What follows belongs to an exercise in optimizing a design on an open flow for small area, a short achievable clock period and few clock cycles per item; a production flow would make more cautious choices. Where RTL was checked, it was by simulation tests only, not by an equivalence proof against the original.

== the previous run ==
## ex_stage_muldiv
module ex_stage_muldiv
#(
  parameter int unsigned XLEN    = 32,
  parameter int unsigned MUL_LAT = 2
) (
  input  logic            clk,
  input  logic            rst_n,
  input  logic [3:0]      ALUCode_ex,
  input  logic            ALUSrcA_ex,
  input  logic [1:0]      ALUSrcB_ex,
  input  logic [XLEN-1:0] Imm_ex,
  input  logic [XLEN-1:0] PC_ex,
  input  logic [4:0]      rs1Addr_ex,
  input  logic [4:0]      rs2Addr_ex,
  input  logic [XLEN-1:0] rs1Data_ex,
  input  logic [XLEN-1:0] rs2Data_ex,
  input  logic [XLEN-1:0] ALUResult_mem,
  input  logic [4:0]      rdAddr_mem,
  input  logic            RegWrite_mem,
  input  logic [XLEN-1:0] RegWriteData_wb,
  input  logic [4:0]      rdAddr_wb,
  input  logic            RegWrite_wb,
  input  logic            MdValid_ex,
  input  logic [2:0]      MdOp_ex,
  input  logic            Flush_ex,
  output logic [XLEN-1:0] ALUResult_ex,
  output logic [XLEN-1:0] MemWriteData_ex,
  output logic [XLEN-1:0] ALU_A,
  output logic [XLEN-1:0] ALU_B,
  output logic            Stall_ex,
  output logic            MdBusy
);
clock: 16.0 ns
lec_check: 0
abc_area: 1
cap_margin: 20
core_margin: 2
core_utilization: 40
setup_slack_margin: 5
slew_margin: 20
tns_end_percent: 0
standard.sh (not shown) runs the stock make flow with config.mk's settings and CLKGATE_MAP_FILE= SYNTH_SCRIPT=/design/flow/synth_recipe.tcl, a recipe that flattens the netlist after the stock synthesis.
==> flow/flow/run.sh <==
#!/bin/bash
# The standard layout (standard.sh), except that the port buffers are plain buf_2 cells
# instead of the delay buffers buffer_ports picks by default. Every port still gets a buffer.
# make's full output goes to standard.log; ORFS's per-step logs stay under orfs/logs.
export BUFFER_PORTS_ARGS="-buffer_cell sky130_fd_sc_hd__buf_2"
bash standard.sh > standard.log 2>&1
Edits applied to the flow inputs when going from the previous run to the current run:
--- a/flow/design.v
+++ b/flow/design.v
@@ -112,46 +112,41 @@
       case (st)
         S_IDLE:  if (md_valid && !fast) st <= is_div ? S_DIV : S_M1;
         S_M1:    st <= S_M2;
         S_DIV:   if (last) st <= S_IDLE;
         default: st <= S_IDLE;
       endcase
     end
   end
   always_ff @(posedge clk) begin
+    rq  <= st[1] ? rn : (st[0] ? m_out[48:17] : d_ma);
+    qq  <= st[1] ? qn : (st[0] ? {m_out[15:0], qq[31:16]} : (op_b & {32{~is_div}}));
+    p16 <= m_out[16];
+    pos <= idle ? ((d_bz || d_za > d_zb) ? 6'h3f : {1'b0, sh_amt}) : pos_nx;
+  end
+  always_ff @(posedge clk) begin
     if (start) begin
       if (is_div) begin
-        rq     <= d_ma;
         dq     <= d_al;
-        qq     <= 32'd0;
-        pos    <= (d_bz || d_za > d_zb) ? 6'h3f : {1'b0, sh_amt};
         op_rem <= md_op[1];
         q_neg  <= d_sa ^ d_sb;
         r_neg  <= d_sa;
         q_ones <= d_bz & ~md_op[1];
       end else begin
-        qq     <= op_b;
         dq     <= op_a;
         aq_hi  <= a_sgn & op_a[31];
         b15    <= op_b[15];
         bx     <= ~b_sgn & op_b[31];
         mul_hi <= (md_op != MD_MUL);
         q_ones <= 1'b0;
       end
-    end else if (st == S_M1) begin
-      rq        <= m_out[48:17];
-      p16       <= m_out[16];
-      qq        <= {m_out[15:0], qq[31:16]};
     end else if (st == S_DIV) begin
-      rq  <= rn;
-      qq  <= qn;
       dq  <= {2'b0, dq[31:2]};
-      pos <= pos_nx;
     end
   end
 endmodule
 module md_cneg (
   input  logic [31:0] x,
   input  logic        en,
   output logic [31:0] y
 );
   logic [31:0] o [0:5];
@@ -877,20 +872,19 @@
       2'd2:    ALU_B = XLEN'(4);
       default: ALU_B = '0;
     endcase
   end
   logic            is_sub, is_sll, is_sra, lt_s, lt_u, co;
   logic [XLEN-1:0] bx, sum, sh_in, sh_out, sh_res;
   logic [4:0]      shamt;
   assign is_sub = (ALUCode_ex == ALU_SUB) || (ALUCode_ex == ALU_SLT) || (ALUCode_ex == ALU_SLTU);
   assign bx     = ALU_B ^ {XLEN{is_sub}};
-  logic            sum_lsb;
-  assign {co, sum, sum_lsb} = {1'b0, ALU_A, 1'b1} + {1'b0, bx, is_sub};
+  md_add #(XLEN, 1) u_add (.a(ALU_A), .b(bx), .ci(is_sub), .s(sum), .co(co));
   assign lt_u   = ~co;
   assign lt_s   = (ALU_A[XLEN-1] ^ ALU_B[XLEN-1]) ? ALU_A[XLEN-1] : sum[XLEN-1];
   assign is_sll  = (ALUCode_ex == ALU_SLL);
   assign is_sra  = (ALUCode_ex == ALU_SRA);
   assign shamt   = ALU_B[4:0];
   always_comb begin
     for (int i = 0; i < XLEN; i++) sh_in[i] = is_sll ? ALU_A[XLEN-1-i] : ALU_A[i];
   end
   assign sh_out = XLEN'($signed({is_sra & ALU_A[XLEN-1], sh_in}) >>> shamt);
### Flow results
The current run gives less row count than the previous run did. Relative to the previous run, post-cts sizing count has increased by 2 in the current run. Compared with the previous run, in the current run register-to-register slack went up by 0.47 ns; via density per instance lost about 2.1%; count of flip-flops with a built-in enable after synthesis down 63%; number of diodes has increased. The number of cells on the worst reg-to-reg path in the previous run is 0.839 times that in the current run. Compared with the previous run, in the current run total area of multi-input combinational cells decreased about 4%; die height decreased 6.5 µm. Compared with the previous run, the detailed router inserted fewer vias in the current run. On die area, the current run does better than the previous run.
No run of this note included a check of the RTL's function; only the layout flow was run.


Setup of run P:
ex_stage_muldiv, a different RTL version from the one above (not shown whole).
Size: ~5,900 cells after synthesis, ~120 flip-flops, ~360 I/O pins, roughly 38,000 um^2 of cells after synthesis.
Design ex_stage_muldiv, start of the top module:
module ex_stage_muldiv
#(
  parameter int unsigned XLEN    = 32,
  parameter int unsigned MUL_LAT = 2
) (
  input  logic            clk,
  input  logic            rst_n,
  input  logic [3:0]      ALUCode_ex,
  input  logic            ALUSrcA_ex,
  input  logic [1:0]      ALUSrcB_ex,
  input  logic [XLEN-1:0] Imm_ex,
  input  logic [XLEN-1:0] PC_ex,
  input  logic [4:0]      rs1Addr_ex,
  input  logic [4:0]      rs2Addr_ex,
  input  logic [XLEN-1:0] rs1Data_ex,
  input  logic [XLEN-1:0] rs2Data_ex,
  input  logic [XLEN-1:0] ALUResult_mem,
  input  logic [4:0]      rdAddr_mem,
  input  logic            RegWrite_mem,
  input  logic [XLEN-1:0] RegWriteData_wb,
  input  logic [4:0]      rdAddr_wb,
  input  logic            RegWrite_wb,
  input  logic            MdValid_ex,
  input  logic [2:0]      MdOp_ex,
  input  logic            Flush_ex,
  output logic [XLEN-1:0] ALUResult_ex,
  output logic [XLEN-1:0] MemWriteData_ex,
  output logic [XLEN-1:0] ALU_A,
  output logic [XLEN-1:0] ALU_B,
  output logic            Stall_ex,
  output logic            MdBusy
);
==> module muldiv_unit, before the edit <==
module muldiv_unit (
  input  logic        clk,
  input  logic        rst_n,
  input  logic        md_valid,
  input  logic [2:0]  md_op,
  input  logic        flush,
  input  logic [31:0] op_a,
  input  logic [31:0] op_b,
  output logic        stall,
  output logic        busy,
  output logic        done,      
  output logic        owns,      
  output logic [31:0] result     
);
  localparam logic [2:0] MD_MUL    = 3'd0;
  localparam logic [2:0] MD_MULH   = 3'd1;
  localparam logic [2:0] MD_MULHSU = 3'd2;
  localparam logic [2:0] MD_MULHU  = 3'd3;
  localparam logic [1:0] S_IDLE = 2'd0;
  localparam logic [1:0] S_M1   = 2'd1;   
  localparam logic [1:0] S_M2   = 2'd3;   
  localparam logic [1:0] S_DIV  = 2'd2;   
  function automatic [5:0] lzc32(input [31:0] x);
    integer i;
    begin
      lzc32 = 6'd32;
      for (i = 0; i < 32; i = i + 1) if (x[i]) lzc32 = 31 - i;
    end
  endfunction
  logic [1:0]  st;
  logic [31:0] rq, qq, dq;      
  logic        aq_hi;           
  logic        b15, p16;        
  logic        bx;              
  logic        bx1;             
  logic        mul_hi;          
  logic        m_short;         
  logic [5:0]  pos;             
  logic        op_rem, q_neg, r_neg, q_ones;
  logic        idle, start, is_div, d_q0, fast;
  assign idle   = (st == S_IDLE);
  assign start  = idle && md_valid;
  assign is_div = md_op[2];
  assign fast   = is_div && d_q0;     
  logic        a_sgn, b_sgn;
  logic [32:0] m_a;
  logic [16:0] m_b;
  logic [32:0] m_acc;
  logic        m_x;
  logic [48:0] cs_s, cs_c, m_out;
  logic        m_co;
  assign a_sgn = (md_op != MD_MULHU);
  assign b_sgn = ~md_op[1];
  logic [32:0] a_ext, b_ext, mc_ext, mp_ext;
  logic        a_fit, b_fit, swap;
  assign a_ext  = {a_sgn & op_a[31], op_a};
  assign b_ext  = {b_sgn & op_b[31], op_b};
  assign a_fit  = (&a_ext[32:15]) | ~(|a_ext[32:16]);
  assign b_fit  = (&b_ext[32:15]) | ~(|b_ext[32:16]);
  assign swap   = a_fit & ~b_fit;
  assign mc_ext = swap ? b_ext : a_ext;      
  assign mp_ext = swap ? a_ext : b_ext;      
  assign m_a   = {aq_hi, dq};
  assign m_b   = {qq[15:0], b15 & st[1]};
  assign m_acc = st[1] ? {rq, p16} : 33'd0;
  assign m_x   = st[1] ? bx : bx1;
  mul_array u_arr (.m_a(m_a), .m_b(m_b), .m_acc(m_acc), .m_x(m_x), .cs_s(cs_s), .cs_c(cs_c));
  md_add #(49) u_cpa (.a(cs_s), .b(cs_c), .ci(1'b0), .s(m_out), .co(m_co));
  logic        d_sgn, d_sa, d_sb, d_bz;
  logic [31:0] d_ma, d_mb;
  logic [5:0]  d_za, d_zb;
  assign d_sgn = ~md_op[0];
  assign d_sa  = d_sgn & op_a[31];
  assign d_sb  = d_sgn & op_b[31];
  md_cneg u_nega (.x(op_a), .en(d_sa), .y(d_ma));
  md_cneg u_negb (.x(op_b), .en(d_sb), .y(d_mb));
  assign d_bz  = (op_b == 32'd0);
  assign d_za  = lzc32(d_ma);
  assign d_zb  = lzc32(d_mb);
  logic [31:0] d_ua, d_ub, d_ub_hi;
  assign d_ua = d_sa ? {op_a[30:0] ^ 31'h7fff_ffff, 1'b1} : op_a;
  assign d_ub = op_b ^ {32{d_sb}};
  always_comb begin
    d_ub_hi[31] = 1'b0;                        
    for (int i = 30; i >= 0; i--) d_ub_hi[i] = d_ub_hi[i+1] | d_ub[i+1];
  end
  assign d_q0  = ~|(d_ua & ~d_ub_hi) & (d_ub_hi[0] | d_ub[0] | d_sb);
  logic [4:0]  sh_amt;
  logic [31:0] d_al;
  assign sh_amt = d_zb[4:0] - d_za[4:0];
  assign d_al   = d_mb << sh_amt;
  logic [31:0] t1, t2, r1, rn, qn, d2;
  logic        c1, c2, ge1, ge2, two, last, pos_neg;
  logic [5:0]  pos_nx;
  assign pos_neg = pos[5];
  assign two  = ~pos_neg & (pos != 6'd0);
  assign last = pos_neg | (pos[4:1] == 4'd0);
  md_add #(32) u_sub1 (.a(rq), .b(~dq), .ci(1'b1), .s(t1), .co(c1));
  assign ge1  = c1 & ~pos_neg;
  assign r1   = ge1 ? t1 : rq;
  assign d2   = {1'b0, dq[31:1]};
  md_add #(32) u_sub2 (.a(r1), .b(~d2), .ci(1'b1), .s(t2), .co(c2));
  assign ge2  = c2 & two;
  assign rn   = ge2 ? t2 : r1;
  assign qn   = two ? {qq[29:0], ge1, ge2} : {qq[30:0], ge1};
  assign pos_nx = pos - 6'd2;
  logic [31:0] mul_res, div_val, div_res;
  always_comb begin
    case ({st[1], mul_hi})
      2'b00:   mul_res = m_out[31:0];                           
      2'b01:   mul_res = {{15{m_out[48]}}, m_out[48:32]};       
      2'b10:   mul_res = {m_out[15:0], qq[31:16]};              
      default: mul_res = m_out[47:16];                          
    endcase
  end
  assign div_val = op_rem ? rn : qn;
  md_cneg u_negr (.x(div_val), .en(op_rem ? r_neg : q_neg), .y(div_res));
  assign done   = (start && fast) || (st == S_M1 && m_short) || (st == S_M2) || (st == S_DIV && last);
  assign owns   = ~idle | md_valid;
  assign result = idle ? (op_a & {32{md_valid & fast & md_op[1]}}) :
                  st[0] ? mul_res : (div_res | {32{q_ones}});       
  assign stall  = rst_n && !flush && ((start && !fast) || (st == S_M1 && !m_short) ||
                                      (st == S_DIV && !last));
  assign busy   = (st == S_M1 && !m_short) || (st == S_DIV && !last);
  always_ff @(posedge clk or negedge rst_n) begin
    if (!rst_n) begin
      st <= S_IDLE;
    end else if (flush) begin
      st <= S_IDLE;
    end else begin
      case (st)
        S_IDLE:  if (md_valid && !fast) st <= is_div ? S_DIV : S_M1;
        S_M1:    st <= m_short ? S_IDLE : S_M2;
        S_DIV:   if (last) st <= S_IDLE;
        default: st <= S_IDLE;
      endcase
    end
  end
  always_ff @(posedge clk) begin
    rq  <= st[1] ? rn : (st[0] ? m_out[48:17] : d_ma);
    qq  <= st[1] ? qn : (st[0] ? {m_out[15:0], qq[31:16]} : (mp_ext[31:0] & {32{~is_div}}));
    p16 <= m_out[16];
    pos <= idle ? ((d_bz || d_za > d_zb) ? 6'h3f : {1'b0, sh_amt}) : pos_nx;
  end
  always_ff @(posedge clk) begin
    if (start) begin
      if (is_div) begin
        dq     <= d_al;
        op_rem <= md_op[1];
        q_neg  <= d_sa ^ d_sb;
        r_neg  <= d_sa;
        q_ones <= d_bz & ~md_op[1];
      end else begin
        dq     <= mc_ext[31:0];
        aq_hi  <= mc_ext[32];
        b15    <= mp_ext[15];
        bx     <= ~mp_ext[32] & mp_ext[31];
        bx1    <= ~(|mp_ext[32:16]) & mp_ext[15];    
        mul_hi <= (md_op != MD_MUL);
        m_short <= a_fit | b_fit;
        q_ones <= 1'b0;
      end
    end else if (st == S_DIV) begin
      dq  <= {2'b0, dq[31:2]};
    end
  end
endmodule
export LEC_CHECK = 0
export ABC_AREA = 1
export CAP_MARGIN = 20
export CORE_MARGIN = 2
export CORE_UTILIZATION = 40
export SETUP_SLACK_MARGIN = 4
export SLEW_MARGIN = 20
create_clock -name core_clock -period 16.0 [get_ports {clk}]
Scripts as last shown in full above: flow/flow/run.sh
The inputs of run H differ from those of run P as listed below.
--- a/flow/design.v
+++ b/flow/design.v
@@ -30,11 +30,10 @@
   logic [1:0]  st;
   logic [31:0] rq, qq, dq;      
   logic        aq_hi;           
   logic        b15, p16;        
   logic        bx;              
-  logic        bx1;             
   logic        mul_hi;          
   logic        m_short;         
   logic [5:0]  pos;             
   logic        op_rem, q_neg, r_neg, q_ones;
   logic        idle, start, is_div, d_q0, fast;
@@ -53,19 +52,19 @@
   assign b_sgn = ~md_op[1];
   logic [32:0] a_ext, b_ext, mc_ext, mp_ext;
   logic        a_fit, b_fit, swap;
   assign a_ext  = {a_sgn & op_a[31], op_a};
   assign b_ext  = {b_sgn & op_b[31], op_b};
-  assign a_fit  = (&a_ext[32:15]) | ~(|a_ext[32:16]);
-  assign b_fit  = (&b_ext[32:15]) | ~(|b_ext[32:16]);
+  assign a_fit  = (&a_ext[32:15]) | ~(|a_ext[32:15]);
+  assign b_fit  = (&b_ext[32:15]) | ~(|b_ext[32:15]);
   assign swap   = a_fit & ~b_fit;
   assign mc_ext = swap ? b_ext : a_ext;      
   assign mp_ext = swap ? a_ext : b_ext;      
   assign m_a   = {aq_hi, dq};
   assign m_b   = {qq[15:0], b15 & st[1]};
-  assign m_acc = st[1] ? {rq, p16} : 33'd0;
-  assign m_x   = st[1] ? bx : bx1;
+  assign m_acc = st[1] ? {rq[31], rq, p16} : 33'd0;
+  assign m_x   = st[1] & bx;
   mul_array u_arr (.m_a(m_a), .m_b(m_b), .m_acc(m_acc), .m_x(m_x), .cs_s(cs_s), .cs_c(cs_c));
   md_add #(49) u_cpa (.a(cs_s), .b(cs_c), .ci(1'b0), .s(m_out), .co(m_co));
   logic        d_sgn, d_sa, d_sb, d_bz;
   logic [31:0] d_ma, d_mb;
   logic [5:0]  d_za, d_zb;
@@ -153,11 +152,10 @@
       end else begin
         dq     <= mc_ext[31:0];
         aq_hi  <= mc_ext[32];
         b15    <= mp_ext[15];
         bx     <= ~mp_ext[32] & mp_ext[31];
-        bx1    <= ~(|mp_ext[32:16]) & mp_ext[15];    
         mul_hi <= (md_op != MD_MUL);
         m_short <= a_fit | b_fit;
         q_ones <= 1'b0;
       end
     end else if (st == S_DIV) begin
- [compare] base=run P new=run H: utilization moved down, number of signal-net inverters in the final layout fell 16.
- Compared run H against run P; instance area at placement within noise.
- Of run H and run P, it is run H that has the lower number of enable-type register cells in the synthesized netlist.
- For post-synthesis sequential area ratio, run H and run P come out practically identical.
- Status: final design instance area without fill parity (run H, run P)
- Run P and run H ended up with nearly the same sequential cell area share.
- Number of placed cells counting well taps, run P and run H, lower one = run H.
- Run P and run H ended up with nearly the same area of the core region.
Testbench counts of run H, summed over its fixed seeds: cycles 23,621, instrs 12,000.
Only the layout flow was run in run P; the RTL was not checked for function there.

-- static timing again, ports no longer ideal --
The flow's constraints put no driver on any port. The routed layouts listed below were extracted and timed again, unchanged, in two steps. Step 1 sets driving cells, clkbuf_16 on the clock port and buf_2 on the other inputs (assumed; they add their load-dependent delay and slew). Step 2 moves the port delays by t, midway between the first and last clock arrival at a register: inputs arrive t later, outputs are due t later. That takes back most of the time a late clock gives input paths. a / b / c = ideal / step 1 / step 2; a / b = the first two.
run | t, ns | slack for setup (ns) | worst hold slack (ns) | latest minus earliest clock arrival (ns) | slew at the worst register clock pin (ns)
the previous run | 0.512 | 4.831 / 4.773 / 4.906 | 0.631 / 0.631 / 0.631 | 0.014 / 0.013 | 0.06 / 0.06
the current run | 0.500 | 4.511 / 4.489 / 4.489 | 0.538 / 0.538 / 0.538 | 0.011 / 0.011 | 0.06 / 0.06
run P | 0.514 | 4.058 / 3.997 / 4.146 | 0.597 / 0.597 / 0.597 | 0.017 / 0.018 | 0.07 / 0.07
run H | 0.501 | 4.172 / 4.148 / 4.148 | 0.496 / 0.496 / 0.496 | 0.015 / 0.014 | 0.07 / 0.07
After both steps every run listed still meets setup and hold. The setup slack of run H, which loses most, moves by -0.024 ns with the drivers and by -0.024 ns with both steps.
